Background: an optimization exercise with open tools, aiming at small area. Do not read the settings as production practice.
Only simulation tests tie the RTL to the original design; equivalence was not proved.
No driver is modelled on the clock port, so clocking that relies on it looks cheaper here than on a real chip.
Power is estimated from default activity; no workload was simulated.

<file path="flow/design.v">
module psum_collector #(
    parameter int DATA_WIDTH = 16,
    parameter int X_dim      = 5,
    parameter int NUM_ITER   = 5
) (
    input  logic                          clk,
    input  logic                          reset,
    input  logic [X_dim*DATA_WIDTH-1:0]   pe_out_flat,
    input  logic                          compute_done,
    output logic [DATA_WIDTH-1:0]         out_data,
    output logic                          out_valid,
    input  logic                          out_ready,
    output logic                          out_last,
    output logic [$clog2(NUM_ITER+1)-1:0] iter_count,
    output logic                          overflow
);
    localparam int IW = $clog2(NUM_ITER + 1);
    localparam int CW = (X_dim > 1) ? $clog2(X_dim) : 1;
    localparam int RW = (NUM_ITER > 1) ? $clog2(NUM_ITER) : 1;
    localparam logic [CW-1:0] LAST_COL = CW'(X_dim - 1);
    localparam logic [RW-1:0] LAST_ROW = RW'(NUM_ITER - 1);
    logic [DATA_WIDTH-1:0] pe_out [X_dim];
    for (genvar g = 0; g < X_dim; g++) begin : g_unpack
        assign pe_out[g] = pe_out_flat[g*DATA_WIDTH +: DATA_WIDTH];
    end
    logic                  done_q;
    logic                  cap;
    logic                  valid;
    logic                  ovf;
    logic [2:0]            cnt;
    logic [2:0]            cnt_inc;
    logic [X_dim-1:0]      col;
    logic                  take;
    logic                  col_wrap;
    logic                  cnt_wrap;
    logic                  shift;
    logic [DATA_WIDTH-1:0] rows [NUM_ITER][X_dim];
    assign cap      = compute_done & ~done_q;
    assign take     = valid & out_ready;
    assign col_wrap = col[X_dim-1];
    assign cnt_wrap = cnt[2];
    assign shift    = valid ? (out_ready & col_wrap) : cap;
    always_comb begin
        case (cnt)
            3'd0:    cnt_inc = 3'd1;
            3'd1:    cnt_inc = 3'd2;
            3'd2:    cnt_inc = 3'd3;
            3'd3:    cnt_inc = 3'd4;
            default: cnt_inc = 3'd0;
        endcase
    end
    always_ff @(posedge clk) begin
        if (shift) begin
            for (int r = 0; r < NUM_ITER - 1; r++)
                for (int c = 0; c < X_dim; c++) rows[r][c] <= rows[r+1][c];
            for (int c = 0; c < X_dim; c++) rows[NUM_ITER-1][c] <= pe_out[X_dim-1-c];
        end
    end
    always_ff @(posedge clk) begin
        if (!reset) begin
            done_q <= 1'b0;
            valid  <= 1'b0;
            ovf    <= 1'b0;
            cnt    <= '0;
            col    <= X_dim'(1);
        end else begin
            done_q <= compute_done;
            if (shift) begin
                cnt <= cnt_inc;
                if (cnt_wrap) valid <= ~valid;
            end
            if (take) col <= {col[X_dim-2:0], col[X_dim-1]};
            if (valid && cap) ovf <= 1'b1;
        end
    end
    always_comb begin
        out_data = '0;
        for (int c = 0; c < X_dim; c++) out_data |= {DATA_WIDTH{col[c]}} & rows[0][c];
    end
    assign out_valid  = valid;
    assign out_last   = valid & cnt_wrap & col_wrap;
    assign iter_count = valid ? 3'd5 : cnt;
    assign overflow   = ovf;
endmodule
</file>
<file path="flow/run.sh">
#!/bin/bash
# synth_recipe.tcl (not shown) runs the flow's synth.tcl, then flattens the netlist and writes it again
# the make line also repeats each setting of config.mk as NAME=value (left out here)
make -C /OpenROAD-flow-scripts/flow DESIGN_CONFIG=/design/flow/config.mk WORK_HOME=/design/flow/orfs CLKGATE_MAP_FILE= SYNTH_SCRIPT=/design/flow/synth_recipe.tcl finish
</file>
<file path="flow/config.mk">
export PLATFORM = sky130hd
export DESIGN_NAME = psum_collector
export DESIGN_NICKNAME = psum_collector
export VERILOG_FILES = /design/flow/design.v
export SDC_FILE = /design/flow/constraint.sdc
export NUM_CORES = 4
export LEC_CHECK = 0
export CAP_MARGIN = 20
export CORE_MARGIN = 2
export CORE_UTILIZATION = 70
export CTS_BUF_LIST = sky130_fd_sc_hd__clkbuf_8
export SLEW_MARGIN = 20
</file>
<file path="flow/constraint.sdc">
create_clock -name core_clock -period 5.0 [get_ports {clk}]
set_input_delay 1.0000 -clock core_clock [delete_from_list [all_inputs] [get_ports {clk}]]
set_output_delay 1.0000 -clock core_clock [all_outputs]
set_load 0.01 [all_outputs]
</file>
==> impl_summary.log, run 1 <==
[metrics] remaining global-route overflow: 0
[metrics] Total Power Consumption: approximately 6.5 mW
[metrics] static leakage: between 5 and 6 nW
[metrics] routed length per placed instance: between 15 and 20 um
[metrics] area used by sequential logic in the layout: roughly 12000 um2
[metrics] final-layout setup total negative slack: 0 ns
[metrics] clock sink total: 411
[metrics] commonest cells after routing, fill and taps aside: 400 x sky130_fd_sc_hd__edfxtp_1, 105 x sky130_fd_sc_hd__clkdlybuf4s50_1, 59 x sky130_fd_sc_hd__clkbuf_8
[metrics] reg-to-reg startpoint: col[4]
[metrics] Gate power share: 0.031
[metrics] first-pass iteration count of the detailed router: 5
[metrics] post-synth top area cell: sky130_fd_sc_hd__edfxtp_1
[metrics] most common cell after layout, fill and taps aside: sky130_fd_sc_hd__edfxtp_1
[metrics] share of synthesized area occupied by flip-flops and latches: 0.950
[metrics] distinct cell type count after synthesis: 24
[metrics] overall die area: 19500 um2
[metrics] source of the critical timing path: col[0]
[metrics] kind of critical path: flip-flop to primary output
[metrics] first-pass GRT wire length: ~27000 um
[metrics] post-detailed-route via-to-cell ratio: between 5 and 6
[metrics] run status: no timing/DRC/antenna violations
[metrics] final-layout worst hold slack: 0.403 ns
[metrics] clock latency on the worst-skew pair: between 0.5 and 0.6 ns
[metrics] maximum fanout count along the critical path: 18
[metrics] power density over the cells: about 430 nW/um2
[metrics] Fillers: roughly 750
[metrics] GP Congestion: 0.754
[metrics] Clk network pwr share: 0.345
[metrics] hold buffer count at CTS: 0
[metrics] post-synth top area share: 0.933
[metrics] via count of the first global-routing pass: roughly 5200
[metrics] Std-Cell Core Area: approximately 18000 um2
[metrics] number of gates resized after cts: 0
[metrics] average cell area after synthesis: around 25 um2
[metrics] type of the tightest min-delay check: flip-flop to flip-flop
[metrics] area of combinational cells with multiple inputs: 589 um2
[metrics] synth-to-layout area growth: 18.7%
[metrics] CTS max path bufs: 3
[metrics] internal portion of total power: roughly 5.2 mW
[metrics] Net Count, Synth: around 600
[metrics] setup repair after global routing missed its margin: no
[metrics] design area: 15300 um2
[metrics] critical path capture point type: primary output
[metrics] # rows: between 40 and 50
[metrics] CP Launch Type: flip-flop
[metrics] post-synthesis cell area: 12900 um2
[metrics] count of unresolved DRC violations after routing: 0
[metrics] synthesized instance count: 513
[metrics] CTS tree: yes
[metrics] # IOs: about 110
[metrics] GRT Resource Usage Total: 0.183
[metrics] total net switching power: 1.27 mW
[metrics] fmax: about 280 MHz
[metrics] number of setup violations in the final report: 0
[metrics] Max transition margin: 0.332
[metrics] Yosys reg bits: 411
[metrics] Starting Density: 0.714
[metrics] final net count: roughly 760
[metrics] Hold Crit Start: rows[21][6]
[metrics] required time of the critical path: approximately 4.0 ns
[metrics] final worst-path cycle share: 0.702
[metrics] HPWL after DPL: just under 10000 um
[metrics] pin count of the biggest net entering global routing: between 100 and 150
[metrics] switching power share of the total: 0.194
[metrics] layout cell share with drive strength beyond 1: 0.106
[metrics] Inserted Clock Buffers: 58
[metrics] clock period minus worst slack: 3.51 ns
[metrics] clock transition at the registers of the reported paths: around 0.060 ns
[metrics] Max VDD drop: 0.416 mV
[metrics] residual antenna-violating net count after detailed routing: 0
[metrics] vias after detailed routing: a little over 5000
[metrics] worst-margin pin slew: between 1 and 1.5 ns
[metrics] Total Routed Length: between 15000 and 20000 um
[metrics] Buffers on Ports: ~110
[metrics] max_cap viols: 0
[metrics] count of inserted antenna diode cells: 0
[metrics] top post-synthesis cells by area: sky130_fd_sc_hd__edfxtp_1 93%, sky130_fd_sc_hd__dfxtp_1 1.7%, sky130_fd_sc_hd__a222oi_1 1.2%
[metrics] sequential cell fraction of total power: 0.624
[metrics] # Post-CTS Setup Buffers: 0
[metrics] maximum clock skew at final layout: about 0.027 ns
[metrics] count of warnings emitted by yosys: 3
[metrics] Root Driver: sky130_fd_sc_hd__clkbuf_8
[metrics] H-tree level count: 2
[metrics] Vert. Die Dim: roughly 140 um
[metrics] Final Max Tran Viols: 0
[metrics] cell area after placement: roughly 14000 um2
[metrics] antenna violations before repair: 0
[metrics] Die X: 140 um
[metrics] DRC marker count from the first detailed-route iteration: ~470
[metrics] Fin. Hold Viols: 0
[metrics] arrival time of the worst setup path: 2.51 ns
-- cells by family (layout without fill, tap and decap cells) --
| group | Yosys count | after routing | synth area share |
|---|---|---|---|
| flip-flops | 411 | 411 | 0.950 |
| AO/OA/AOI/OAI | 45 | 45 | 0.0300 |
| buffers and inverters | 16 | 219 | 0.00535 |
| AND/OR/NAND/NOR | 41 | 41 | 0.0145 |
-- routing by layer --
metal / vias up / track usage / share of wire
met1: 2489 / 0.248 / 0.41
met3: 32 / 0.0489 / 0.055
met5: - / 0 / 0
met4: 0 / 0.0747 / 0.020
li1: 2429 / - / -
met2: 170 / 0.294 / 0.51
-- final timing paths --
check,to,slack [ns],cells after the start
max,out_data[12],1.49,3
min,rows[16][6],0.40,0
max reg2reg,rows[20][10],1.73,3
min reg2reg,rows[16][6],0.40,0
-- flip-flops by register name (all words and copies together) (netlist names) --
| signal | cells |
|---|---|
| cnt | 3 |
| col | 5 |
| done_q | 1 |
| valid | 1 |
| rows | 400 |
| ovf | 1 |
-- synthesized netlist by cell type, drive strengths merged --
master / n
o31a: 1
or3b: 1
nand2: 24
inv: 4
and3: 3
or2: 2
nand3: 8
a222oi: 16
o211ai: 1
dfxtp: 11
clkbuf: 8
and2: 1
buf: 4
a22oi: 16
edfxtp: 400
a21oi: 6
nor2: 1
a211o: 2
nor2b: 1
a31oi: 1
o41ai: 1
a2111oi: 1
-- metrics by stage --
| stage | std cells | utilization | setup slack (ns) |
|---|---|---|---|
| after global routing | 945 | 0.848 | 1.34 |
| after detailed placement | 841 | 0.792 | 1.34 |
| after global placement | 841 | 0.792 | 1.45 |
| final | 945 | 0.848 | 1.49 |
| after floorplan | 513 | - | 0.337 |
| after CTS | 945 | 0.848 | 1.43 |
-- cell type report --
cell class | count | share of cell area
inverter | 4 | 0.000982
clock inverter | 45 | 0.0134
tap | 229 | 0.0187
clock buffer | 59 | 0.0531
multi-input combinational | 86 | 0.0386
timing repair buffer | 111 | 0.0750
sequential | 411 | 0.800
-- critical path, stage by stage, from the launching register on --
cell and delay, ns:
sky130_fd_sc_hd__dfxtp_1 0.96, sky130_fd_sc_hd__a222oi_1 0.24, sky130_fd_sc_hd__nand2_1 0.18, sky130_fd_sc_hd__clkdlybuf4s50_1 0.56
-- power by group through the flow --
stage / sequential [mW] / combinational [mW] / clock [mW]
final: 4.07 / 0.199 / 2.25
after CTS: 4.07 / 0.201 / 2.31
after global routing: 4.08 / 0.217 / 2.46
after floorplan: 4.14 / 0.0819 / 0
after global placement: 4.12 / 0.193 / 0
after detailed placement: 4.14 / 0.201 / 0
==> run 2: changes to the inputs <==
==> flow/flow/run.sh (new file) <==
#!/bin/bash
# Standard layout with smaller port buffers and a clock tree with fewer, larger clusters.
set -euo pipefail
bash standard.sh "BUFFER_PORTS_ARGS=-buffer_cell sky130_fd_sc_hd__buf_1" "CTS_ARGS=-sink_clustering_enable -repair_clock_nets -buf_list sky130_fd_sc_hd__clkbuf_8 -sink_clustering_size 20 -sink_clustering_max_diameter 80 -sink_buffer_max_cap_derate 1.0" finish > standard.log 2>&1
==> flow/standard.sh (new file) <==
#!/bin/bash
# synth_recipe.tcl (not shown) runs the flow's synth.tcl, then flattens the netlist and writes it again
# the make line also repeats each setting of config.mk as NAME=value (left out here)
make -C /OpenROAD-flow-scripts/flow DESIGN_CONFIG=/design/flow/config.mk WORK_HOME=/design/flow/orfs CLKGATE_MAP_FILE= SYNTH_SCRIPT=/design/flow/synth_recipe.tcl "${@:-finish}"
--- a/flow/config.mk
+++ b/flow/config.mk
@@ -7,6 +7,5 @@
 export LEC_CHECK = 0
 export CAP_MARGIN = 20
 export CORE_MARGIN = 2
-export CORE_UTILIZATION = 70
-export CTS_BUF_LIST = sky130_fd_sc_hd__clkbuf_8
+export CORE_UTILIZATION = 85
 export SLEW_MARGIN = 20
removed: flow/run.sh
==> impl_summary.log, run 2 <==
[metrics] terminating stage of the flow: detailed placement (3_5_place_dp)
[metrics] HPWL after DPL: 16900 um (was 9700 um)
[metrics] predominant post-synthesis flop cell: sky130_fd_sc_hd__edfxtp_1 (unchanged)
[metrics] share of synthesized area occupied by flip-flops and latches: 0.950 (unchanged)
[metrics] Starting Density: 0.879 (was 0.714)
[metrics] run-stopping error: [ERROR DPL-0033] detailed placement checks failed during check placement.
[metrics] XOR/XNOR Fraction of Synth Area: 0 (unchanged)
[metrics] count of warnings emitted by yosys: 3 (unchanged)
[metrics] post-synthesis cell area: 12900 um2 (unchanged)
[metrics] GP Congestion: 0.808 (was 0.754)
[metrics] Vert. Die Dim: 127 um (was 140 um)
[metrics] combinational family with the most area after synthesis: compound AO/OA/AOI/OAI gates (unchanged)
[metrics] Net Count, Synth: 597 (unchanged)
[metrics] synthesized instance count: 513 (unchanged)
[metrics] Synth top cells by count: 400 x sky130_fd_sc_hd__edfxtp_1, 24 x sky130_fd_sc_hd__nand2_1, 16 x sky130_fd_sc_hd__a222oi_1, 16 x sky130_fd_sc_hd__a22oi_1, 11 x sky130_fd_sc_hd__dfxtp_1 (unchanged)
[metrics] share of synthesized registers carrying an async set or reset: 0 (unchanged)
[metrics] run status: stopped before the end (was no timing/DRC/antenna violations)
[metrics] fraction of the mapped netlist area in simple logic gates: 0.0145 (unchanged)
[metrics] post-synth top area share: 0.933 (unchanged)
[metrics] proportion of synthesized area in mux cells: 0 (unchanged)
[metrics] Yosys reg bits: 411 (unchanged)
[metrics] number of synthesized flops with an enable pin: 400 (unchanged)
[metrics] adder-cell share of the synthesized area: 0 (unchanged)
[metrics] synthesized-area fraction occupied by ao, oa, aoi and oai cells: 0.0300 (unchanged)
[metrics] Die X: 127 um (was 140 um)
[metrics] average cell area after synthesis: 25.1 um2 (unchanged)
[metrics] top post-synthesis cells by area: sky130_fd_sc_hd__edfxtp_1 93%, sky130_fd_sc_hd__dfxtp_1 1.7%, sky130_fd_sc_hd__a222oi_1 1.2% (unchanged)
[metrics] # rows: 44 (was 49)
[metrics] library cell with the highest instance count after synthesis: sky130_fd_sc_hd__edfxtp_1 (unchanged)
[metrics] Buffers on Ports: 105 (unchanged)
[metrics] post-synth top area cell: sky130_fd_sc_hd__edfxtp_1 (unchanged)
[metrics] # IOs: 106 (unchanged)
[metrics] distinct cell type count after synthesis: 24 (unchanged)
-- run 2: cell counts after synthesis --
Identical to the previous run, type by type.
-- run 2: worst min-delay path by stage --
stage | slack, ns | startpoint | endpoint | cells after the start
global placement | 0.40 | rows[22][2] | rows[17][2] | 0
floorplan | 0.40 | rows[5][0] | rows[0][0] | 0
-- run 2: kinds of logic after synthesis --
family | Yosys count
and+or+nand+nor | 41
DFF | 411
buffers and inverters | 16
AOI/OAI and AO/OA | 45
-- run 2: power by group through the flow --
stage	Sequential [mW]	Clock, mW	Combinational [mW]
2_1_floorplan	4.14	0	0.0819
3_3_place_gp	4.12	0	0.137
==> run 3: changes to the inputs <==
--- a/flow/config.mk
+++ b/flow/config.mk
@@ -8,4 +8,5 @@
 export CAP_MARGIN = 20
 export CORE_MARGIN = 2
 export CORE_UTILIZATION = 85
+export PLACE_DENSITY = 0.92
 export SLEW_MARGIN = 20
==> impl_summary.log, run 3 <==
[metrics] count of warnings emitted by yosys: 3 (unchanged)
[metrics] synthesized instance count: 513 (unchanged)
[metrics] number of synthesized flops with an enable pin: 400 (unchanged)
[metrics] post-synthesis cell area: 12900 um2 (unchanged)
[metrics] run-stopping error: [ERROR DPL-0033] detailed placement checks failed during check placement. (unchanged)
[metrics] run status: stopped before the end (unchanged)
[metrics] post-synth top area cell: sky130_fd_sc_hd__edfxtp_1 (unchanged)
[metrics] GP Congestion: 0.817 (was 0.808)
[metrics] Starting Density: 0.879 (unchanged)
[metrics] distinct cell type count after synthesis: 24 (unchanged)
[metrics] HPWL after DPL: 16100 um (was 16900 um)
[metrics] # IOs: 106 (unchanged)
[metrics] Vert. Die Dim: 127 um (unchanged)
[metrics] average cell area after synthesis: 25.1 um2 (unchanged)
[metrics] Synth top cells by count: 400 x sky130_fd_sc_hd__edfxtp_1, 24 x sky130_fd_sc_hd__nand2_1, 16 x sky130_fd_sc_hd__a222oi_1, 16 x sky130_fd_sc_hd__a22oi_1, 11 x sky130_fd_sc_hd__dfxtp_1 (unchanged)
[metrics] share of synthesized area occupied by flip-flops and latches: 0.950 (unchanged)
[metrics] post-synth top area share: 0.933 (unchanged)
[metrics] predominant post-synthesis flop cell: sky130_fd_sc_hd__edfxtp_1 (unchanged)
[metrics] Yosys reg bits: 411 (unchanged)
[metrics] Die X: 127 um (unchanged)
[metrics] Buffers on Ports: 105 (unchanged)
[metrics] # rows: 44 (unchanged)
[metrics] terminating stage of the flow: detailed placement (3_5_place_dp) (unchanged)
[metrics] Net Count, Synth: 597 (unchanged)
[metrics] library cell with the highest instance count after synthesis: sky130_fd_sc_hd__edfxtp_1 (unchanged)
[metrics] top post-synthesis cells by area: sky130_fd_sc_hd__edfxtp_1 93%, sky130_fd_sc_hd__dfxtp_1 1.7%, sky130_fd_sc_hd__a222oi_1 1.2% (unchanged)
[metrics] share of synthesized registers carrying an async set or reset: 0 (unchanged)
==> run 3: cell counts after synthesis <==
No cell type changed its count.
==> run 3: power groups by stage <==
stage	Combinational, mW	Clock [mW]	Sequential, mW
2_1_floorplan	0.0819	0	4.14
3_3_place_gp	0.133	0	4.12
==> run 3: worst min-delay path by stage <==
stage / startpoint / cells after the start / end
global placement: rows[6][10] / 0 / rows[1][10]
floorplan: rows[5][0] / 0 / rows[0][0]
==> run 3: stage by stage <==
step / hold WS (ns) / cells / total power [mW] / setup slack, ns
after floorplan: 0.400 / 513 / 4.22 / 0.337
after global placement: 0.400 / 796 / 4.25 / 1.84
==> run 3: kinds of logic after synthesis <==
group | share of synthesized area
compound gates | 0.0300
buf+inv | 0.00535
flops | 0.950
simple gates | 0.0145
==> run 4: changes to the inputs <==
--- a/flow/config.mk
+++ b/flow/config.mk
@@ -7,6 +7,5 @@
 export LEC_CHECK = 0
 export CAP_MARGIN = 20
 export CORE_MARGIN = 2
-export CORE_UTILIZATION = 85
-export PLACE_DENSITY = 0.92
+export CORE_UTILIZATION = 70
 export SLEW_MARGIN = 20
==> impl_summary.log, run 4 <==
[metrics] Starting Density: 0.714 (was 0.879)
[metrics] commonest cells after routing, fill and taps aside: 400 x sky130_fd_sc_hd__edfxtp_1, 105 x sky130_fd_sc_hd__buf_1, 25 x sky130_fd_sc_hd__clkbuf_8
[metrics] final-layout worst hold slack: 0.413 ns
[metrics] remaining global-route overflow: 0
[metrics] maximum fanout count along the critical path: 18
[metrics] registers with the most flip-flops: rows: 400 flops, col: 5 flops, cnt: 3 flops
[metrics] Net Count, Synth: 597 (unchanged)
[metrics] average cell area after synthesis: 25.1 um2 (unchanged)
[metrics] clock sink total: 411
[metrics] maximum clock skew at final layout: 0.0165 ns
[metrics] number of setup violations in the final report: 0
[metrics] endpoint of the most critical register-to-register path: rows[7][14]
[metrics] largest register by flop count: rows
[metrics] worst-margin pin slew: between 1 and 1.5 ns
[metrics] # Post-CTS Setup Buffers: 0
[metrics] Die X: 140 um (was 127 um)
[metrics] routed length per placed instance: between 15 and 20 um
[metrics] setup repair after global routing missed its margin: no
[metrics] post-synthesis cell area: 12900 um2 (unchanged)
[metrics] overall die area: around 20000 um2
[metrics] count of inserted antenna diode cells: 0
[metrics] top post-synthesis cells by area: sky130_fd_sc_hd__edfxtp_1 93%, sky130_fd_sc_hd__dfxtp_1 1.7%, sky130_fd_sc_hd__a222oi_1 1.2% (unchanged)
[metrics] power density over the cells: 397 nW/um2
[metrics] HPWL after DPL: 9590 um (was 16100 um)
[metrics] cell count after placement: between 800 and 900
[metrics] Final Max Tran Viols: 0
[metrics] post-detailed-route via-to-cell ratio: between 5 and 6
[metrics] # rows: 49 (was 44)
[metrics] GR met1 Demand/Resource: 0.249
[metrics] run status: no timing/DRC/antenna violations (was stopped before the end)
[metrics] clock period minus worst slack: ~3.2 ns
[metrics] library cell with the highest instance count after synthesis: sky130_fd_sc_hd__edfxtp_1 (unchanged)
[metrics] count of unresolved DRC violations after routing: 0
[metrics] Synth top cells by count: 400 x sky130_fd_sc_hd__edfxtp_1, 24 x sky130_fd_sc_hd__nand2_1, 16 x sky130_fd_sc_hd__a222oi_1, 16 x sky130_fd_sc_hd__a22oi_1, 11 x sky130_fd_sc_hd__dfxtp_1 (unchanged)
[metrics] CP Launch Type: flip-flop
[metrics] design area: roughly 14000 um2
[metrics] post-route insts no fill: ~890
[metrics] critical path capture point type: primary output
[metrics] R2R depth: 3
[metrics] # IOs: 106 (unchanged)
[metrics] post-synth top area share: 0.933 (unchanged)
[metrics] synth-to-layout area growth: 9.04%
[metrics] clock transition at the registers of the reported paths: ~0.11 ns
[metrics] final net count: approximately 720
[metrics] hold buffer count at CTS: 0
[metrics] cell area after placement: 13600 um2
[metrics] GR met3 Demand/Resource: 0.0337
[metrics] type of the tightest min-delay check: flip-flop to flip-flop
[metrics] flop2flop setup slack: between 2 and 2.5 ns
[metrics] H-tree level count: 1
[metrics] Total Routed Length: around 16000 um
[metrics] peak-usage layer in the global routing report: met2
[metrics] post-synth top area cell: sky130_fd_sc_hd__edfxtp_1 (unchanged)
[metrics] most common cell after layout, fill and taps aside: sky130_fd_sc_hd__edfxtp_1
[metrics] number of gates resized after cts: 0
[metrics] distinct cell type count after synthesis: 24 (unchanged)
[metrics] final setup slack of the worst path: between 1.5 and 2 ns
[metrics] area used by sequential logic in the layout: 12200 um2
[metrics] required time of the critical path: about 4.0 ns
[metrics] max_cap viols: 0
[metrics] share of synthesized area occupied by flip-flops and latches: 0.950 (unchanged)
[metrics] number of flip-flops in the largest register: 400
[metrics] fmax: about 320 MHz
[metrics] vias after detailed routing: 4910
[metrics] CTS tree: yes
[metrics] CP endpoint: out_data[0]
[metrics] pin count of the biggest net entering global routing: approximately 110
[metrics] source of the critical timing path: col[0]
[metrics] share of synthesized registers carrying an async set or reset: 0 (unchanged)
[metrics] count of warnings emitted by yosys: 3 (unchanged)
[metrics] Fillers: between 900 and 1000
[metrics] Yosys reg bits: 411 (unchanged)
[metrics] Total Power Consumption: between 5 and 6 mW
[metrics] number of synthesized flops with an enable pin: 400 (unchanged)
[metrics] Buffers on Ports: 105 (unchanged)
[metrics] clock latency on the worst-skew pair: 0.55 ns
[metrics] area of combinational cells with multiple inputs: about 590 um2
[metrics] Root Driver: sky130_fd_sc_hd__clkbuf_8
[metrics] first-pass GRT wire length: 25800 um
[metrics] Max transition margin: 0.301
[metrics] met2 track utilization from global routing: 0.283
[metrics] residual antenna-violating net count after detailed routing: 0
[metrics] Fin. Hold Viols: 0
[metrics] static leakage: approximately 4.6 nW
[metrics] layout cell share with drive strength beyond 1: 0.0578
[metrics] kind of critical path: flip-flop to primary output
[metrics] Inserted Clock Buffers: 24
[metrics] predominant post-synthesis flop cell: sky130_fd_sc_hd__edfxtp_1 (unchanged)
[metrics] reg-to-reg startpoint: valid
[metrics] via count of the first global-routing pass: roughly 5000
[metrics] DRC marker count from the first detailed-route iteration: just under 500
[metrics] Vert. Die Dim: 140 um (was 127 um)
[metrics] synthesized instance count: 513 (unchanged)
[metrics] first-pass iteration count of the detailed router: 6
[metrics] pre-CTS setup slack: 1.68 ns
[metrics] final worst-path cycle share: 0.634
[metrics] CTS max path bufs: 3
[metrics] Max VDD drop: 0.254 mV
[metrics] GP Congestion: 0.734 (was 0.817)
[metrics] post-route core utilization: 0.779
[metrics] arrival time of the worst setup path: ~2.2 ns
[metrics] final-layout setup total negative slack: 0 ns
[metrics] GRT Resource Usage Total: 0.173
[metrics] antenna violations before repair: 0
[metrics] Std-Cell Core Area: ~18000 um2
==> run 4: cell counts after synthesis <==
Identical to the previous run, type by type.
==> run 4: where the power goes <==
group          internal (mW)  leakage (nW)  switching, mW
Sequential              4.00          3.92         0.0527
Combinational         0.0387         0.369          0.105
Clock                  0.475         0.282          0.891
Total                   4.52          4.57           1.05
==> run 4: worst min path at each step <==
| stage | slack (ns) | depth (start not counted) | to | from |
|---|---|---|---|---|
| floorplan | 0.40 | 0 | rows[0][0] | rows[5][0] |
| global placement | 0.40 | 0 | rows[9][12] | rows[14][12] |
| finish | 0.41 | 0 | rows[6][7] | rows[11][7] |
| CTS | 0.42 | 0 | rows[6][7] | rows[11][7] |
| detailed placement | 0.40 | 0 | rows[0][8] | rows[5][8] |
| global route | 0.42 | 0 | rows[6][7] | rows[11][7] |
==> run 4: worst max-delay path, cell delays in order (launching register included) <==
cell,delay [ns]
sky130_fd_sc_hd__dfxtp_1,1.01
sky130_fd_sc_hd__a222oi_1,0.29
sky130_fd_sc_hd__nand2_1,0.16
sky130_fd_sc_hd__buf_1,0.17
==> run 4: kinds of logic after synthesis <==
kind of cell | Yosys count | share of synthesized area
compound gates | 45 | 0.0300
flops | 411 | 0.950
simple gates | 41 | 0.0145
buf+inv | 16 | 0.00535
==> run 4: cell type report <==
class | count | share of cell area
multi-input combinational | 86 | 0.0420
clock inverter | 19 | 0.00562
sequential | 411 | 0.871
timing repair buffer | 113 | 0.0350
inverter | 4 | 0.00107
clock buffer | 25 | 0.0245
tap | 229 | 0.0204
==> run 4: layer usage <==
metal,routed length [um],share of wire
met5,0,0
met1,6770,0.41
met3,1010,0.061
met4,321,0.019
met2,8360,0.51
==> run 5: changes to the inputs <==
==> flow/flow/run.sh (replaced) <==
#!/bin/bash
# Standard layout with smaller port buffers and a clock tree with fewer, larger clusters.
set -euo pipefail
bash standard.sh "BUFFER_PORTS_ARGS=-buffer_cell sky130_fd_sc_hd__buf_1" "CTS_ARGS=-sink_clustering_enable -repair_clock_nets -dont_use_dummy_load -buf_list sky130_fd_sc_hd__clkbuf_8 -sink_clustering_size 20 -sink_clustering_max_diameter 80 -sink_buffer_max_cap_derate 1.0" finish > standard.log 2>&1
--- a/flow/config.mk
+++ b/flow/config.mk
@@ -7,5 +7,5 @@
 export LEC_CHECK = 0
 export CAP_MARGIN = 20
 export CORE_MARGIN = 2
-export CORE_UTILIZATION = 70
+export CORE_UTILIZATION = 75
 export SLEW_MARGIN = 20
==> impl_summary.log, run 5 <==
[metrics] arrival time of the worst setup path: 3.45 ns (was 2.17 ns)
[metrics] via count of the first global-routing pass: 4810 (was 4911)
[metrics] remaining global-route overflow: 0 (unchanged)
[metrics] Final Max Tran Viols: 0 (unchanged)
[metrics] GP Congestion: 0.757 (was 0.734)
[metrics] vias after detailed routing: 4966 (was 4910)
[metrics] Total Routed Length: 16800 um (was 16500 um)
[metrics] Std-Cell Core Area: 16700 um2 (was 18000 um2)
[metrics] Yosys reg bits: 411 (unchanged)
[metrics] Synth top cells by count: 400 x sky130_fd_sc_hd__edfxtp_1, 24 x sky130_fd_sc_hd__nand2_1, 16 x sky130_fd_sc_hd__a222oi_1, 16 x sky130_fd_sc_hd__a22oi_1, 11 x sky130_fd_sc_hd__dfxtp_1 (unchanged)
[metrics] overall die area: 18200 um2 (was 19500 um2)
[metrics] first-pass iteration count of the detailed router: 4 (was 6)
[metrics] Hold Crit Start: rows[18][12] (was rows[11][7])
[metrics] Fin. Hold Viols: 0 (unchanged)
[metrics] Stages on worst setup path: 3 (unchanged)
[metrics] fmax: 309 MHz (was 315 MHz)
[metrics] CTS max path bufs: 3 (unchanged)
[metrics] # Post-CTS Setup Buffers: 0 (unchanged)
[metrics] type of the tightest min-delay check: flip-flop to flip-flop (unchanged)
[metrics] max_cap viols: 0 (unchanged)
[metrics] share of synthesized area occupied by flip-flops and latches: 0.950 (unchanged)
[metrics] run status: no timing/DRC/antenna violations (unchanged)
[metrics] commonest cells after routing, fill and taps aside: 400 x sky130_fd_sc_hd__edfxtp_1, 105 x sky130_fd_sc_hd__buf_1, 24 x sky130_fd_sc_hd__clkbuf_8 (was 400 x sky130_fd_sc_hd__edfxtp_1, 105 x sky130_fd_sc_hd__buf_1, 25 x sky130_fd_sc_hd__clkbuf_8)
[metrics] clock sink total: 411 (unchanged)
[metrics] Buffers on Ports: 105 (unchanged)
[metrics] kind of cell adding the most delay to the critical path: simple AND/OR/NAND/NOR gates (was flip-flops)
[metrics] post-detailed-route via-to-cell ratio: 5.80 (was 5.54)
[metrics] routed length per placed instance: 19.7 um (was 18.6 um)
[metrics] CP Launch Type: flip-flop (unchanged)
[metrics] top post-synthesis cells by area: sky130_fd_sc_hd__edfxtp_1 93%, sky130_fd_sc_hd__dfxtp_1 1.7%, sky130_fd_sc_hd__a222oi_1 1.2% (unchanged)
[metrics] number of synthesized flops with an enable pin: 400 (unchanged)
[metrics] clock period minus worst slack: 3.23 ns (was 3.17 ns)
[metrics] number of setup violations in the final report: 0 (unchanged)
[metrics] worst stage delay on the critical path: 0.91 ns (was 1.01 ns)
[metrics] average cell area after synthesis: 25.1 um2 (unchanged)
[metrics] count of warnings emitted by yosys: 3 (unchanged)
[metrics] source of the critical timing path: col[4] (was col[0])
[metrics] hold buffer count at CTS: 0 (unchanged)
[metrics] count of inserted antenna diode cells: 0 (unchanged)
[metrics] clock transition at the registers of the reported paths: 0.11 ns (about the same)
[metrics] Root Driver: sky130_fd_sc_hd__clkbuf_8 (unchanged)
[metrics] Max transition margin: 0.356 (was 0.301)
[metrics] GRT Resource Usage Total: 0.190 (was 0.173)
[metrics] residual antenna-violating net count after detailed routing: 0 (unchanged)
[metrics] power density over the cells: 394 nW/um2 (was 397 nW/um2)
[metrics] post-synthesis cell area: 12900 um2 (unchanged)
[metrics] static leakage: 4.45 nW (was 4.57 nW)
[metrics] CTS tree: yes (unchanged)
[metrics] pin count of the biggest net entering global routing: 105 (was 109)
[metrics] post-synth top area share: 0.933 (unchanged)
[metrics] count of unresolved DRC violations after routing: 0 (unchanged)
[metrics] post-synth top area cell: sky130_fd_sc_hd__edfxtp_1 (unchanged)
[metrics] predominant post-synthesis flop cell: sky130_fd_sc_hd__edfxtp_1 (unchanged)
[metrics] share of synthesized registers carrying an async set or reset: 0 (unchanged)
[metrics] endpoint of the most critical register-to-register path: rows[24][10] (was rows[7][14])
[metrics] clock latency on the worst-skew pair: 0.55 ns (about the same)
[metrics] Inserted Clock Buffers: 24 (unchanged)
[metrics] post-route core utilization: 0.833 (was 0.779)
[metrics] Die X: 135 um (was 140 um)
[metrics] maximum fanout count along the critical path: 104 (was 18)
[metrics] number of flip-flops in the largest register: 400 (unchanged)
[metrics] most common cell after layout, fill and taps aside: sky130_fd_sc_hd__edfxtp_1 (unchanged)
[metrics] first-pass GRT wire length: 25500 um (was 25800 um)
[metrics] Critical Path, Cell by Cell: nand3_1 > nand2_8 > buf_4 (was a222oi_1 > nand2_1 > buf_1)
[metrics] worst-margin pin slew: 0.964 ns (was 1.05 ns)
[metrics] Net Count, Synth: 597 (unchanged)
[metrics] Vert. Die Dim: 135 um (was 140 um)
[metrics] HPWL after DPL: 10300 um (was 9590 um)
[metrics] reg-to-reg startpoint: col[4] (was valid)
[metrics] registers with the most flip-flops: rows: 400 flops, col: 5 flops, cnt: 3 flops (unchanged)
[metrics] cell area after placement: 13600 um2 (about the same)
[metrics] combined buffer and inverter count along the critical path: 1 (unchanged)
[metrics] slowest stage cell on the critical path: sky130_fd_sc_hd__dfxtp_1 (unchanged)
[metrics] maximum clock skew at final layout: 0.0393 ns (was 0.0165 ns)
[metrics] # rows: 47 (was 49)
[metrics] setup repair after global routing missed its margin: no (unchanged)
[metrics] CP endpoint: rows[24][10] (was out_data[0])
[metrics] number of gates resized after cts: 0 (unchanged)
[metrics] H-tree level count: 1 (unchanged)
[metrics] flop2flop setup slack: 1.77 ns (was 2.25 ns)
[metrics] Starting Density: 0.771 (was 0.714)
[metrics] design area: 13900 um2 (was 14000 um2)
[metrics] DRC marker count from the first detailed-route iteration: 365 (was 487)
[metrics] antenna violations before repair: 0 (unchanged)
[metrics] layout cell share with drive strength beyond 1: 0.0535 (was 0.0578)
[metrics] Max VDD drop: 0.435 mV (was 0.254 mV)
[metrics] kind of critical path: flip-flop to flip-flop (was flip-flop to primary output)
[metrics] synthesized instance count: 513 (unchanged)
[metrics] distinct cell type count after synthesis: 24 (unchanged)
[metrics] final-layout setup total negative slack: 0 ns (unchanged)
[metrics] synth-to-layout area growth: 8.12% (was 9.04%)
[metrics] final net count: 722 (was 724)
[metrics] critical path capture point type: flip-flop (was primary output)
[metrics] final worst-path cycle share: 0.646 (was 0.634)
[metrics] # IOs: 106 (unchanged)
[metrics] largest register by flop count: rows (unchanged)
[metrics] R2R depth: 3 (unchanged)
[metrics] required time of the critical path: 5.22 ns (was 4.00 ns)
[metrics] library cell with the highest instance count after synthesis: sky130_fd_sc_hd__edfxtp_1 (unchanged)
==> run 5: cell count changes in the layout (fill, tap and decap cells not counted), sizes merged <==
cell	delta
buf	-2
clkbuf	-1
inv	-19
==> run 5: report_power, final <==
part           switching [mW]  internal, mW
Clock                   0.835         0.435
Combinational           0.107        0.0380
Sequential             0.0573          4.01
==> run 5: routing by layer <==
metal | part of all wire | GRT usage | up-vias
met5 | 0 | 0 | -
met4 | 0.032 | 0.0694 | 0
met3 | 0.057 | 0.0364 | 40
met2 | 0.50 | 0.310 | 175
met1 | 0.41 | 0.268 | 2443
li1 | - | - | 2308
==> run 5: worst reg2reg max path, stage by stage (launching register included) <==
cell and delay, ns:
sky130_fd_sc_hd__dfxtp_1 0.91, sky130_fd_sc_hd__nand3_1 0.63, sky130_fd_sc_hd__nand2_8 0.76, sky130_fd_sc_hd__buf_4 0.59
==> run 5: area by class of cell <==
| cell class | instances | area (um2) |
|---|---|---|
| Clock buffer | 24 | 330 |
| Fill cell | 729 | 2780 |
| Inverter | 4 | 15.0 |
| Multi-Input combinational cell | 86 | 589 |
| Sequential cell | 411 | 12200 |
| Tap cell | 220 | 275 |
| Timing Repair Buffer | 111 | 477 |
==> run 5: cell families after synthesis <==
| family | after synthesis | share of synthesized area |
|---|---|---|
| simple gates | 41 | 0.0145 |
| buf+inv | 16 | 0.00535 |
| compound gates | 45 | 0.0300 |
| flops | 411 | 0.950 |
==> run 5: worst min-delay path by stage <==
stage | depth (start not counted) | to
finish | 0 | rows[13][12]
global route | 0 | rows[13][9]
CTS | 0 | rows[14][9]
detailed placement | 0 | rows[12][0]
global placement | 0 | rows[8][4]
floorplan | 0 | rows[0][0]
==> run 5: metrics by stage <==
stage / worst slack, ns / cells / power, mW / hold slack [ns]
after floorplan: 0.337 / 513 / 4.22 / 0.400
after global placement: 1.80 / 832 / 4.26 / 0.401
after detailed placement: 1.62 / 832 / 4.29 / 0.405
after CTS: 1.79 / 856 / 5.53 / 0.395
after global routing: 1.50 / 856 / 5.65 / 0.394
final: 1.77 / 856 / 5.48 / 0.397
==> run 6: changes to the inputs <==
--- a/flow/config.mk
+++ b/flow/config.mk
@@ -7,5 +7,5 @@
 export LEC_CHECK = 0
 export CAP_MARGIN = 20
 export CORE_MARGIN = 2
-export CORE_UTILIZATION = 75
+export CORE_UTILIZATION = 80
 export SLEW_MARGIN = 20
==> impl_summary.log, run 6 <==
[metrics] run status: no timing/DRC/antenna violations (unchanged)
[metrics] # rows: 46 (was 47)
[metrics] Inserted Clock Buffers: 24 (unchanged)
[metrics] overall die area: 17100 um2 (was 18200 um2)
[metrics] most common cell after layout, fill and taps aside: sky130_fd_sc_hd__edfxtp_1 (unchanged)
[metrics] distinct cell type count after synthesis: 24 (unchanged)
[metrics] Std-Cell Core Area: 15800 um2 (was 16700 um2)
[metrics] GRT Resource Usage Total: 0.211 (was 0.190)
[metrics] reg-to-reg startpoint: col[4] (unchanged)
[metrics] synthesized instance count: 513 (unchanged)
[metrics] clock sink total: 411 (unchanged)
[metrics] arrival time of the worst setup path: 3.59 ns (was 3.45 ns)
[metrics] clock latency on the worst-skew pair: 0.54 ns (was 0.55 ns)
[metrics] setup repair after global routing missed its margin: no (unchanged)
[metrics] type of the tightest min-delay check: flip-flop to flip-flop (unchanged)
[metrics] top routing layer used: met4 (unchanged)
[metrics] number of synthesized flops with an enable pin: 400 (unchanged)
[metrics] post-synth top area share: 0.933 (unchanged)
[metrics] # Post-CTS Setup Buffers: 0 (unchanged)
[metrics] Die X: 131 um (was 135 um)
[metrics] Routed met2 length: 9480 um (was 8460 um)
[metrics] registers with the most flip-flops: rows: 400 flops, col: 5 flops, cnt: 3 flops (unchanged)
[metrics] pre-CTS setup slack: 1.67 ns (was 1.62 ns)
[metrics] maximum fanout count along the critical path: 103 (was 104)
[metrics] Hold Crit Start: rows[7][9] (was rows[18][12])
[metrics] final worst-path cycle share: 0.682 (was 0.646)
[metrics] Vert. Die Dim: 131 um (was 135 um)
[metrics] Final Max Tran Viols: 0 (unchanged)
[metrics] Synth top cells by count: 400 x sky130_fd_sc_hd__edfxtp_1, 24 x sky130_fd_sc_hd__nand2_1, 16 x sky130_fd_sc_hd__a222oi_1, 16 x sky130_fd_sc_hd__a22oi_1, 11 x sky130_fd_sc_hd__dfxtp_1 (unchanged)
[metrics] worst-margin pin slew: 1.04 ns (was 0.964 ns)
[metrics] flop2flop setup slack: 1.59 ns (was 1.77 ns)
[metrics] share of synthesized area occupied by flip-flops and latches: 0.950 (unchanged)
[metrics] residual antenna-violating net count after detailed routing: 0 (unchanged)
[metrics] count of warnings emitted by yosys: 3 (unchanged)
[metrics] post-synthesis cell area: 12900 um2 (unchanged)
[metrics] predominant post-synthesis flop cell: sky130_fd_sc_hd__edfxtp_1 (unchanged)
[metrics] CP Launch Type: flip-flop (unchanged)
[metrics] commonest cells after routing, fill and taps aside: 400 x sky130_fd_sc_hd__edfxtp_1, 105 x sky130_fd_sc_hd__buf_1, 24 x sky130_fd_sc_hd__clkbuf_8 (unchanged)
[metrics] clock transition at the registers of the reported paths: 0.11 ns (about the same)
[metrics] CTS max path bufs: 3 (unchanged)
[metrics] antenna violations before repair: 0 (unchanged)
[metrics] number of gates resized after cts: 0 (unchanged)
[metrics] required time of the critical path: 5.18 ns (was 5.22 ns)
[metrics] Total Power Consumption: 5.48 mW (about the same)
[metrics] top post-synthesis cells by area: sky130_fd_sc_hd__edfxtp_1 93%, sky130_fd_sc_hd__dfxtp_1 1.7%, sky130_fd_sc_hd__a222oi_1 1.2% (unchanged)
[metrics] via count of the first global-routing pass: 4973 (was 4810)
[metrics] R2R depth: 3 (unchanged)
[metrics] number of flip-flops in the largest register: 400 (unchanged)
[metrics] final net count: 719 (was 722)
[metrics] clock period minus worst slack: 3.41 ns (was 3.23 ns)
[metrics] kind of critical path: flip-flop to flip-flop (unchanged)
[metrics] HPWL after DPL: 10800 um (was 10300 um)
[metrics] vias after detailed routing: 5056 (was 4966)
[metrics] Buffers on Ports: 105 (unchanged)
[metrics] cell depth of the worst min-delay path: 0 (unchanged)
[metrics] Starting Density: 0.813 (was 0.771)
[metrics] routed length per placed instance: 20.8 um (was 19.7 um)
[metrics] CTS tree: yes (unchanged)
[metrics] # IOs: 106 (unchanged)
[metrics] count of inserted antenna diode cells: 0 (unchanged)
[metrics] static leakage: 4.44 nW (was 4.45 nW)
[metrics] fmax: 293 MHz (was 309 MHz)
[metrics] largest register by flop count: rows (unchanged)
[metrics] H-tree level count: 1 (unchanged)
[metrics] Max VDD drop: 0.308 mV (was 0.435 mV)
[metrics] metal3 WL: 1110 um (was 958 um)
[metrics] Max transition margin: 0.308 (was 0.356)
[metrics] post-detailed-route via-to-cell ratio: 5.96 (was 5.80)
[metrics] pin count of the biggest net entering global routing: 111 (was 105)
[metrics] Total Routed Length: 17700 um (was 16800 um)
[metrics] remaining global-route overflow: 0 (unchanged)
[metrics] endpoint of the most critical register-to-register path: rows[7][0] (was rows[24][10])
[metrics] hold buffer count at CTS: 0 (unchanged)
[metrics] Yosys reg bits: 411 (unchanged)
[metrics] detailed-routing wirelength on met1: 6620 um (was 6870 um)
[metrics] count of unresolved DRC violations after routing: 0 (unchanged)
[metrics] first-pass GRT wire length: 26100 um (was 25500 um)
[metrics] maximum clock skew at final layout: 0.0337 ns (was 0.0393 ns)
[metrics] DRC marker count from the first detailed-route iteration: 522 (was 365)
[metrics] Net Count, Synth: 597 (unchanged)
[metrics] layout cell share with drive strength beyond 1: 0.0490 (was 0.0535)
[metrics] post-synth top area cell: sky130_fd_sc_hd__edfxtp_1 (unchanged)
[metrics] max_cap viols: 0 (unchanged)
[metrics] final-layout setup total negative slack: 0 ns (unchanged)
[metrics] GP Congestion: 0.751 (was 0.757)
[metrics] first-pass iteration count of the detailed router: 6 (was 4)
[metrics] power density over the cells: 395 nW/um2 (was 394 nW/um2)
[metrics] Fin. Hold Viols: 0 (unchanged)
[metrics] library cell with the highest instance count after synthesis: sky130_fd_sc_hd__edfxtp_1 (unchanged)
[metrics] average cell area after synthesis: 25.1 um2 (unchanged)
[metrics] critical path capture point type: flip-flop (unchanged)
[metrics] endpoint of the worst hold-timing path: rows[2][9] (was rows[13][12])
[metrics] synth-to-layout area growth: 7.90% (was 8.12%)
[metrics] number of setup violations in the final report: 0 (unchanged)
[metrics] share of synthesized registers carrying an async set or reset: 0 (unchanged)
[metrics] Root Driver: sky130_fd_sc_hd__clkbuf_8 (unchanged)
[metrics] final setup slack of the worst path: 1.59 ns (was 1.77 ns)
-- run 6: cell types whose count changed in the layout (fill, tap and decap cells not counted), sizes merged --
cell / change
buf: -3
-- run 6: logic make-up after synthesis --
group,Yosys count,share of synthesized area
AND/OR/NAND/NOR,41,0.0145
AO/OA/AOI/OAI,45,0.0300
buffers and inverters,16,0.00535
flip-flops,411,0.950
-- run 6: worst max path at each step --
stage / startpoint / to / slack (ns) / cells past startpoint
4_1_cts: col[4] / rows[22][9] / 1.72 / 3
2_1_floorplan: compute_done / rows[0][0] / 0.34 / 3
5_1_grt: col[4] / rows[12][9] / 1.44 / 3
3_5_place_dp: out_ready / rows[22][9] / 1.67 / 4
3_3_place_gp: out_ready / rows[21][9] / 1.85 / 4
6_report: col[4] / rows[7][0] / 1.59 / 3
-- run 6: layout make-up --
class	count	area, um2
Fill cell	528	1940
Tap cell	216	270
Sequential cell	411	12200
Clock buffer	24	330
Timing Repair Buffer	108	454
Multi-Input combinational cell	86	589
Inverter	4	15.0
-- run 6: worst max-delay path: stages (launching register included) --
cell	delay [ns]
sky130_fd_sc_hd__dfxtp_1	1.01
sky130_fd_sc_hd__nand3_1	0.69
sky130_fd_sc_hd__nand2_8	0.73
sky130_fd_sc_hd__buf_12	0.47
-- run 6: per-layer routing --
| layer | vias to the layer above | track usage |
|---|---|---|
| met5 | - | 0 |
| met1 | 2498 | 0.273 |
| met2 | 214 | 0.368 |
| met3 | 41 | 0.0399 |
| li1 | 2303 | - |
| met4 | 0 | 0.0801 |
-- run 6: where the power goes --
group | total [mW] | leakage (nW) | internal [mW] | switching (mW)
Clock | 1.27 | 0.173 | 0.434 | 0.838
Sequential | 4.07 | 3.92 | 4.01 | 0.0604
Combinational | 0.143 | 0.344 | 0.0360 | 0.107
-- run 6: metrics by stage --
stage          instances  instance area [um2]  utilization  hold slack, ns
3_3_place_gp         825                13600        0.857           0.400
3_5_place_dp         825                13600        0.857           0.405
5_1_grt              849                13900        0.878           0.393
2_1_floorplan        513                12900            -           0.400
6_report             849                13900        0.878           0.388
4_1_cts              849                13900        0.878           0.385
==> run 7: changes to the inputs <==
--- a/flow/config.mk
+++ b/flow/config.mk
@@ -5,7 +5,7 @@
 export SDC_FILE = /design/flow/constraint.sdc
 export NUM_CORES = 4
 export LEC_CHECK = 0
-export CAP_MARGIN = 20
+export CAP_MARGIN = 5
 export CORE_MARGIN = 2
 export CORE_UTILIZATION = 80
-export SLEW_MARGIN = 20
+export SLEW_MARGIN = 5
==> impl_summary.log, run 7 <==
[metrics] run status: no timing/DRC/antenna violations (unchanged)
[metrics] CP Launch Type: flip-flop (unchanged)
[metrics] clock latency on the worst-skew pair: 0.54 ns (about the same)
[metrics] power density over the cells: 395 nW/um2 (unchanged)
[metrics] Stages on worst setup path: 3 (unchanged)
[metrics] post-synth top area cell: sky130_fd_sc_hd__edfxtp_1 (unchanged)
[metrics] setup repair after global routing missed its margin: no (unchanged)
[metrics] kind of cell adding the most delay to the critical path: simple AND/OR/NAND/NOR gates (unchanged)
[metrics] H-tree level count: 1 (unchanged)
[metrics] post-synthesis cell area: 12900 um2 (unchanged)
[metrics] endpoint of the most critical register-to-register path: rows[7][0] (unchanged)
[metrics] most common cell after layout, fill and taps aside: sky130_fd_sc_hd__edfxtp_1 (unchanged)
[metrics] clock sink total: 411 (unchanged)
[metrics] Starting Density: 0.813 (unchanged)
[metrics] arrival time of the worst setup path: 3.59 ns (about the same)
[metrics] via count of the first global-routing pass: 4973 (unchanged)
[metrics] first-pass GRT wire length: 26100 um (unchanged)
[metrics] Yosys reg bits: 411 (unchanged)
[metrics] DRC marker count from the first detailed-route iteration: 522 (unchanged)
[metrics] GRT Resource Usage Total: 0.211 (unchanged)
[metrics] max_cap viols: 0 (unchanged)
[metrics] flop2flop setup slack: 1.59 ns (about the same)
[metrics] GP Congestion: 0.751 (unchanged)
[metrics] final setup slack of the worst path: 1.59 ns (unchanged)
[metrics] top post-synthesis cells by area: sky130_fd_sc_hd__edfxtp_1 93%, sky130_fd_sc_hd__dfxtp_1 1.7%, sky130_fd_sc_hd__a222oi_1 1.2% (unchanged)
[metrics] Total Routed Length: 17700 um (unchanged)
[metrics] average cell area after synthesis: 25.1 um2 (unchanged)
[metrics] type of the tightest min-delay check: flip-flop to flip-flop (unchanged)
[metrics] CTS tree: yes (unchanged)
[metrics] R2R depth: 3 (unchanged)
[metrics] HPWL after DPL: 10800 um (unchanged)
[metrics] number of synthesized flops with an enable pin: 400 (unchanged)
[metrics] share of synthesized registers carrying an async set or reset: 0 (unchanged)
[metrics] pre-CTS setup slack: 1.67 ns (unchanged)
[metrics] combined buffer and inverter count along the critical path: 1 (unchanged)
[metrics] proportion of synthesized area in mux cells: 0 (unchanged)
[metrics] number of setup violations in the final report: 0 (unchanged)
[metrics] hold buffer count at CTS: 0 (unchanged)
[metrics] residual antenna-violating net count after detailed routing: 0 (unchanged)
[metrics] pin count of the biggest net entering global routing: 111 (unchanged)
[metrics] Gate power share: 0.026 (about the same)
[metrics] share of synthesized area occupied by flip-flops and latches: 0.950 (unchanged)
[metrics] adder-cell share of the synthesized area: 0 (unchanged)
[metrics] cell area after placement: 13600 um2 (unchanged)
[metrics] source of the critical timing path: col[4] (unchanged)
[metrics] worst stage delay on the critical path: 1.01 ns (about the same)
[metrics] commonest cells after routing, fill and taps aside: 400 x sky130_fd_sc_hd__edfxtp_1, 105 x sky130_fd_sc_hd__buf_1, 24 x sky130_fd_sc_hd__clkbuf_8 (unchanged)
[metrics] Buffers on Ports: 105 (unchanged)
[metrics] Root Driver: sky130_fd_sc_hd__clkbuf_8 (unchanged)
[metrics] routed length per placed instance: 20.8 um (unchanged)
[metrics] synthesized-area fraction occupied by ao, oa, aoi and oai cells: 0.0300 (unchanged)
[metrics] Synth top cells by count: 400 x sky130_fd_sc_hd__edfxtp_1, 24 x sky130_fd_sc_hd__nand2_1, 16 x sky130_fd_sc_hd__a222oi_1, 16 x sky130_fd_sc_hd__a22oi_1, 11 x sky130_fd_sc_hd__dfxtp_1 (unchanged)
[metrics] largest register by flop count: rows (unchanged)
[metrics] count of inserted antenna diode cells: 0 (unchanged)
[metrics] total net switching power: 1.01 mW (unchanged)
[metrics] count of unresolved DRC violations after routing: 0 (unchanged)
[metrics] combinational family with the most area after synthesis: compound AO/OA/AOI/OAI gates (unchanged)
[metrics] number of flip-flops in the largest register: 400 (unchanged)
[metrics] Critical Path, Cell by Cell: nand3_1 > nand2_8 > buf_12 (unchanged)
[metrics] final worst-path cycle share: 0.682 (unchanged)
[metrics] internal portion of total power: 4.48 mW (unchanged)
[metrics] fmax: 293 MHz (unchanged)
[metrics] # rows: 46 (unchanged)
[metrics] clock period minus worst slack: 3.41 ns (unchanged)
[metrics] remaining global-route overflow: 0 (unchanged)
[metrics] # IOs: 106 (unchanged)
[metrics] distinct cell type count after synthesis: 24 (unchanged)
[metrics] predominant post-synthesis flop cell: sky130_fd_sc_hd__edfxtp_1 (unchanged)
[metrics] maximum clock skew at final layout: 0.0337 ns (unchanged)
[metrics] antenna violations before repair: 0 (unchanged)
[metrics] Vert. Die Dim: 131 um (unchanged)
[metrics] registers with the most flip-flops: rows: 400 flops, col: 5 flops, cnt: 3 flops (unchanged)
[metrics] clock transition at the registers of the reported paths: 0.11 ns (about the same)
[metrics] Clk network pwr share: 0.232 (about the same)
[metrics] metal3 WL: 1110 um (unchanged)
[metrics] reg-to-reg startpoint: col[4] (unchanged)
[metrics] # Post-CTS Setup Buffers: 0 (unchanged)
[metrics] static leakage: 4.44 nW (unchanged)
[metrics] design area: 13900 um2 (unchanged)
[metrics] Std-Cell Core Area: 15800 um2 (unchanged)
[metrics] first-pass iteration count of the detailed router: 6 (unchanged)
[metrics] post-synth top area share: 0.933 (unchanged)
[metrics] switching power share of the total: 0.183 (unchanged)
[metrics] fraction of the mapped netlist area in simple logic gates: 0.0145 (unchanged)
[metrics] detailed-routing wirelength on met1: 6620 um (unchanged)
[metrics] critical path capture point type: flip-flop (unchanged)
[metrics] Die X: 131 um (unchanged)
[metrics] slowest stage cell on the critical path: sky130_fd_sc_hd__dfxtp_1 (unchanged)
[metrics] Max VDD drop: 0.308 mV (unchanged)
[metrics] sequential cell fraction of total power: 0.742 (about the same)
[metrics] Max transition margin: 0.308 (unchanged)
[metrics] synth-to-layout area growth: 7.90% (unchanged)
[metrics] Routed met2 length: 9480 um (unchanged)
[metrics] worst-margin pin slew: 1.04 ns (unchanged)
[metrics] kind of critical path: flip-flop to flip-flop (unchanged)
[metrics] vias after detailed routing: 5056 (unchanged)
[metrics] maximum fanout count along the critical path: 103 (unchanged)
[metrics] overall die area: 17100 um2 (unchanged)
[metrics] CTS max path bufs: 3 (unchanged)
[metrics] required time of the critical path: 5.18 ns (about the same)
[metrics] final-layout setup total negative slack: 0 ns (unchanged)
[metrics] XOR/XNOR Fraction of Synth Area: 0 (unchanged)
[metrics] CP endpoint: rows[7][0] (unchanged)
[metrics] layout cell share with drive strength beyond 1: 0.0490 (unchanged)
[metrics] library cell with the highest instance count after synthesis: sky130_fd_sc_hd__edfxtp_1 (unchanged)
[metrics] count of warnings emitted by yosys: 3 (unchanged)
[metrics] post-detailed-route via-to-cell ratio: 5.96 (unchanged)
[metrics] Inserted Clock Buffers: 24 (unchanged)
[metrics] Net Count, Synth: 597 (unchanged)
[metrics] final net count: 719 (unchanged)
[metrics] top routing layer used: met4 (unchanged)
[metrics] Fin. Hold Viols: 0 (unchanged)
[metrics] Final Max Tran Viols: 0 (unchanged)
[metrics] number of gates resized after cts: 0 (unchanged)
[metrics] synthesized instance count: 513 (unchanged)
run 7: logic make-up after synthesis:
| family | count (synthesis) |
|---|---|
| flip-flops | 411 |
| buffers and inverters | 16 |
| AND/OR/NAND/NOR | 41 |
| AO/OA/AOI/OAI | 45 |
run 7: worst reg2reg max path, delay by kind of cell (launching register included):
family	cells	cell delay (ns)
buffers and inverters	1	0.53
DFF	1	1.01
and+or+nand+nor	2	1.43
run 7: final cells by class:
| type | instances | area [um2] |
|---|---|---|
| Inverter | 4 | 15.0 |
| Clock buffer | 24 | 330 |
| Multi-Input combinational cell | 86 | 589 |
| Sequential cell | 411 | 12200 |
| Fill cell | 528 | 1940 |
| Tap cell | 216 | 270 |
| Timing Repair Buffer | 108 | 454 |
run 7: how the worst min path moves through the flow:
stage	start	endpoint	slack [ns]	depth (start not counted)
after global routing	rows[7][9]	rows[2][9]	0.39	0
final	rows[7][9]	rows[2][9]	0.39	0
after detailed placement	rows[17][6]	rows[12][6]	0.40	0
after global placement	rows[9][14]	rows[4][14]	0.40	0
after floorplan	rows[5][0]	rows[0][0]	0.40	0
after CTS	rows[7][9]	rows[2][9]	0.39	0
run 7: per-stage QoR:
stage | hold WS (ns) | util | total power [mW] | instances
after detailed placement | 0.405 | 0.857 | 4.29 | 825
final | 0.388 | 0.878 | 5.48 | 849
after CTS | 0.385 | 0.878 | 5.53 | 849
after global routing | 0.393 | 0.878 | 5.67 | 849
after floorplan | 0.400 | - | 4.22 | 513
after global placement | 0.400 | 0.857 | 4.26 | 825
run 7: power groups by stage:
stage / clock network [mW] / registers, mW / logic (mW)
after CTS: 1.31 / 4.07 / 0.144
after global routing: 1.42 / 4.08 / 0.159
final: 1.27 / 4.07 / 0.143
after global placement: 0 / 4.12 / 0.135
after floorplan: 0 / 4.14 / 0.0819
after detailed placement: 0 / 4.15 / 0.144
run 7: per-layer routing:
layer,track usage,up-vias
met5,0,-
met4,0.0801,0
met3,0.0399,41
met2,0.368,214
met1,0.273,2498
li1,-,2303
==> run 8: changes to the inputs <==
==> flow/flow/run.sh (replaced) <==
#!/bin/bash
# Standard layout with the smallest port buffers and a two-level inverter clock tree
# (flow/cts_tree.tcl) in place of TritonCTS.
set -euo pipefail
here=$(pwd)
bash standard.sh "BUFFER_PORTS_ARGS=-buffer_cell sky130_fd_sc_hd__buf_1" "PRE_CTS_TCL=$here/flow/cts_tree.tcl" finish > standard.log 2>&1
==> flow/flow/cts_tree.tcl (new file) <==
# Sourced by ORFS's cts.tcl as PRE_CTS_TCL. Builds a two-level inverter clock tree in place of
# TritonCTS: the clock port drives NROOT root inverters, each root drives the leaf inverters of
# its region, and each leaf drives a compact cluster of at most MAX_SINKS flip-flop clock pins.
# Two inversions on every path keep the clock's polarity; every register is two cells deep.
set NROOT 4
set MAX_SINKS 28
set ROOT_CELL sky130_fd_sc_hd__inv_8
set LEAF_CELL sky130_fd_sc_hd__inv_12

set block [ord::get_db_block]
set db [ord::get_db]
set clk_net [$block findNet clk]

set sinks {}
foreach it [$clk_net getITerms] {
  set inst [$it getInst]
  set box [$inst getBBox]
  set x [expr {([$box xMin] + [$box xMax]) / 2}]
  set y [expr {([$box yMin] + [$box yMax]) / 2}]
  lappend sinks [list $x $y $it]
}
puts "cts_tree: [llength $sinks] clock sinks"

# Split a list of {x y ...} items into two halves along the longer side of their bounding box.
proc bisect {items} {
  set xs [lmap i $items {lindex $i 0}]
  set ys [lmap i $items {lindex $i 1}]
  set w [expr {[tcl::mathfunc::max {*}$xs] - [tcl::mathfunc::min {*}$xs]}]
  set h [expr {[tcl::mathfunc::max {*}$ys] - [tcl::mathfunc::min {*}$ys]}]
  set k [expr {$w >= $h ? 0 : 1}]
  set sorted [lsort -integer -index $k $items]
  set half [expr {[llength $sorted] / 2}]
  return [list [lrange $sorted 0 [expr {$half - 1}]] [lrange $sorted $half end]]
}

proc split_to_size {items max} {
  if {[llength $items] <= $max} { return [list $items] }
  lassign [bisect $items] a b
  return [concat [split_to_size $a $max] [split_to_size $b $max]]
}

proc split_to_count {items n} {
  if {$n <= 1} { return [list $items] }
  lassign [bisect $items] a b
  set na [expr {$n / 2}]
  return [concat [split_to_count $a $na] [split_to_count $b [expr {$n - $na}]]]
}

proc centroid {items} {
  set sx 0; set sy 0
  foreach i $items { set sx [expr {$sx + [lindex $i 0]}]; set sy [expr {$sy + [lindex $i 1]}] }
  set n [llength $items]
  return [list [expr {$sx / $n}] [expr {$sy / $n}]]
}

proc add_cell {block master name x y} {
  set inst [odb::dbInst_create $block $master $name]
  set w [$master getWidth]
  set h [$master getHeight]
  $inst setLocation [expr {$x - $w / 2}] [expr {$y - $h / 2}]
  $inst setPlacementStatus PLACED
  return $inst
}

set root_master [$db findMaster $ROOT_CELL]
set leaf_master [$db findMaster $LEAF_CELL]
set nleaf 0
set r 0
foreach region [split_to_count $sinks $NROOT] {
  lassign [centroid $region] rx ry
  set root [add_cell $block $root_master "clktree_root_$r" $rx $ry]
  set root_net [odb::dbNet_create $block "clknet_root_$r"]
  $root_net setSigType CLOCK
  [$root findITerm A] connect $clk_net
  [$root findITerm Y] connect $root_net
  foreach cluster [split_to_size $region $MAX_SINKS] {
    lassign [centroid $cluster] lx ly
    set leaf [add_cell $block $leaf_master "clktree_leaf_$nleaf" $lx $ly]
    set leaf_net [odb::dbNet_create $block "clknet_leaf_$nleaf"]
    $leaf_net setSigType CLOCK
    [$leaf findITerm A] connect $root_net
    [$leaf findITerm Y] connect $leaf_net
    foreach s $cluster {
      set it [lindex $s 2]
      $it disconnect
      $it connect $leaf_net
    }
    incr nleaf
  }
  incr r
}
$clk_net setSigType CLOCK
puts "cts_tree: $r root and $nleaf leaf inverters"
global_connect

set_propagated_clock [all_clocks]

# The tree above replaces TritonCTS; the rest of cts.tcl (legalisation, timing repair) still runs.
rename clock_tree_synthesis tritoncts_clock_tree_synthesis
proc clock_tree_synthesis {args} {
  puts "cts_tree: clock tree already built, skipping clock_tree_synthesis $args"
}
--- a/flow/config.mk
+++ b/flow/config.mk
@@ -5,7 +5,7 @@
 export SDC_FILE = /design/flow/constraint.sdc
 export NUM_CORES = 4
 export LEC_CHECK = 0
-export CAP_MARGIN = 5
+export CAP_MARGIN = 20
 export CORE_MARGIN = 2
 export CORE_UTILIZATION = 80
-export SLEW_MARGIN = 5
+export SLEW_MARGIN = 20
==> impl_summary.log, run 8 <==
[metrics] HPWL after DPL: 10800 um (unchanged)
[metrics] GP Congestion: 0.751 (unchanged)
[metrics] post-synth top area share: 0.933 (unchanged)
[metrics] post-synthesis cell area: 12900 um2 (unchanged)
[metrics] synthesized instance count: 513 (unchanged)
[metrics] distinct cell type count after synthesis: 24 (unchanged)
[metrics] # rows: 46 (unchanged)
[metrics] library cell with the highest instance count after synthesis: sky130_fd_sc_hd__edfxtp_1 (unchanged)
[metrics] Yosys reg bits: 411 (unchanged)
[metrics] Vert. Die Dim: 131 um (unchanged)
[metrics] Buffers on Ports: 105 (unchanged)
[metrics] Synth top cells by count: 400 x sky130_fd_sc_hd__edfxtp_1, 24 x sky130_fd_sc_hd__nand2_1, 16 x sky130_fd_sc_hd__a222oi_1, 16 x sky130_fd_sc_hd__a22oi_1, 11 x sky130_fd_sc_hd__dfxtp_1 (unchanged)
[metrics] terminating stage of the flow: clock tree synthesis (4_1_cts)
[metrics] Die X: 131 um (unchanged)
[metrics] predominant post-synthesis flop cell: sky130_fd_sc_hd__edfxtp_1 (unchanged)
[metrics] Net Count, Synth: 597 (unchanged)
[metrics] Starting Density: 0.813 (unchanged)
[metrics] run-stopping error: [ERROR DPL-0038] Utilization greater than 100%, impossible to legalize
[metrics] share of synthesized registers carrying an async set or reset: 0 (unchanged)
[metrics] count of warnings emitted by yosys: 3 (unchanged)
[metrics] run status: stopped before the end (was no timing/DRC/antenna violations)
[metrics] average cell area after synthesis: 25.1 um2 (unchanged)
[metrics] # IOs: 106 (unchanged)
[metrics] post-synth top area cell: sky130_fd_sc_hd__edfxtp_1 (unchanged)
[metrics] share of synthesized area occupied by flip-flops and latches: 0.950 (unchanged)
[metrics] number of synthesized flops with an enable pin: 400 (unchanged)
[metrics] cell count after placement: 825 (unchanged)
[metrics] top post-synthesis cells by area: sky130_fd_sc_hd__edfxtp_1 93%, sky130_fd_sc_hd__dfxtp_1 1.7%, sky130_fd_sc_hd__a222oi_1 1.2% (unchanged)
## run 8: logic make-up after synthesis
kind of cell,after synthesis,synth area share
DFF,411,0.950
AOI/OAI and AO/OA,45,0.0300
buffers and inverters,16,0.00535
and+or+nand+nor,41,0.0145
## run 8: worst max path at each step
| stage | end | slack (ns) | cells past startpoint |
|---|---|---|---|
| after floorplan | rows[0][0] | 0.34 | 3 |
| after global placement | rows[21][9] | 1.85 | 4 |
| after detailed placement | rows[22][9] | 1.67 | 4 |
## run 8: through the flow
stage / worst slack, ns / utilization / power, mW / hold slack (ns) / area, um2
detailed placement: 1.67 / 0.857 / 4.29 / 0.405 / 13600
floorplan: 0.337 / - / 4.22 / 0.400 / 12900
global placement: 1.85 / 0.857 / 4.26 / 0.400 / 13600
## run 8: power by group through the flow
stage	Combinational [mW]	Clock (mW)	Sequential, mW
floorplan	0.0819	0	4.14
global placement	0.135	0	4.12
detailed placement	0.144	0	4.15

afterwards: timing with drivers on the ports:
The results above use ideal ports. As a check the final layouts listed here were re-extracted and re-timed, cells and wires unchanged.
Step 1 assumes that a clkbuf_16 drives the clock port and a buf_2 every other input.
Step 2, shift: input delay + t, output delay - t, t = (earliest + latest rising clock arrival at the registers) / 2. This alone moves slack from input paths to output paths.
Three values: ideal ports, drivers, drivers and shift; two values: the first two.
run | shift t [ns] | slack for setup (ns) | worst hold slack (ns)
run 1 | 0.607 | 1.488 / 1.445 / 1.284 | 0.403 / 0.403 / 0.403
run 4 | 0.583 | 1.830 / 1.790 / 1.692 | 0.413 / 0.413 / 0.413
run 5 | 0.566 | 1.768 / 1.768 / 1.648 | 0.397 / 0.397 / 0.397
run 6 | 0.561 | 1.589 / 1.589 / 1.585 | 0.388 / 0.388 / 0.388
run 7 | 0.561 | 1.589 / 1.589 / 1.585 | 0.388 / 0.388 / 0.388
After both steps every run listed still meets setup and hold. For run 1, which loses most, drivers alone change the setup slack by -0.043 ns; drivers and shift together by -0.204 ns.
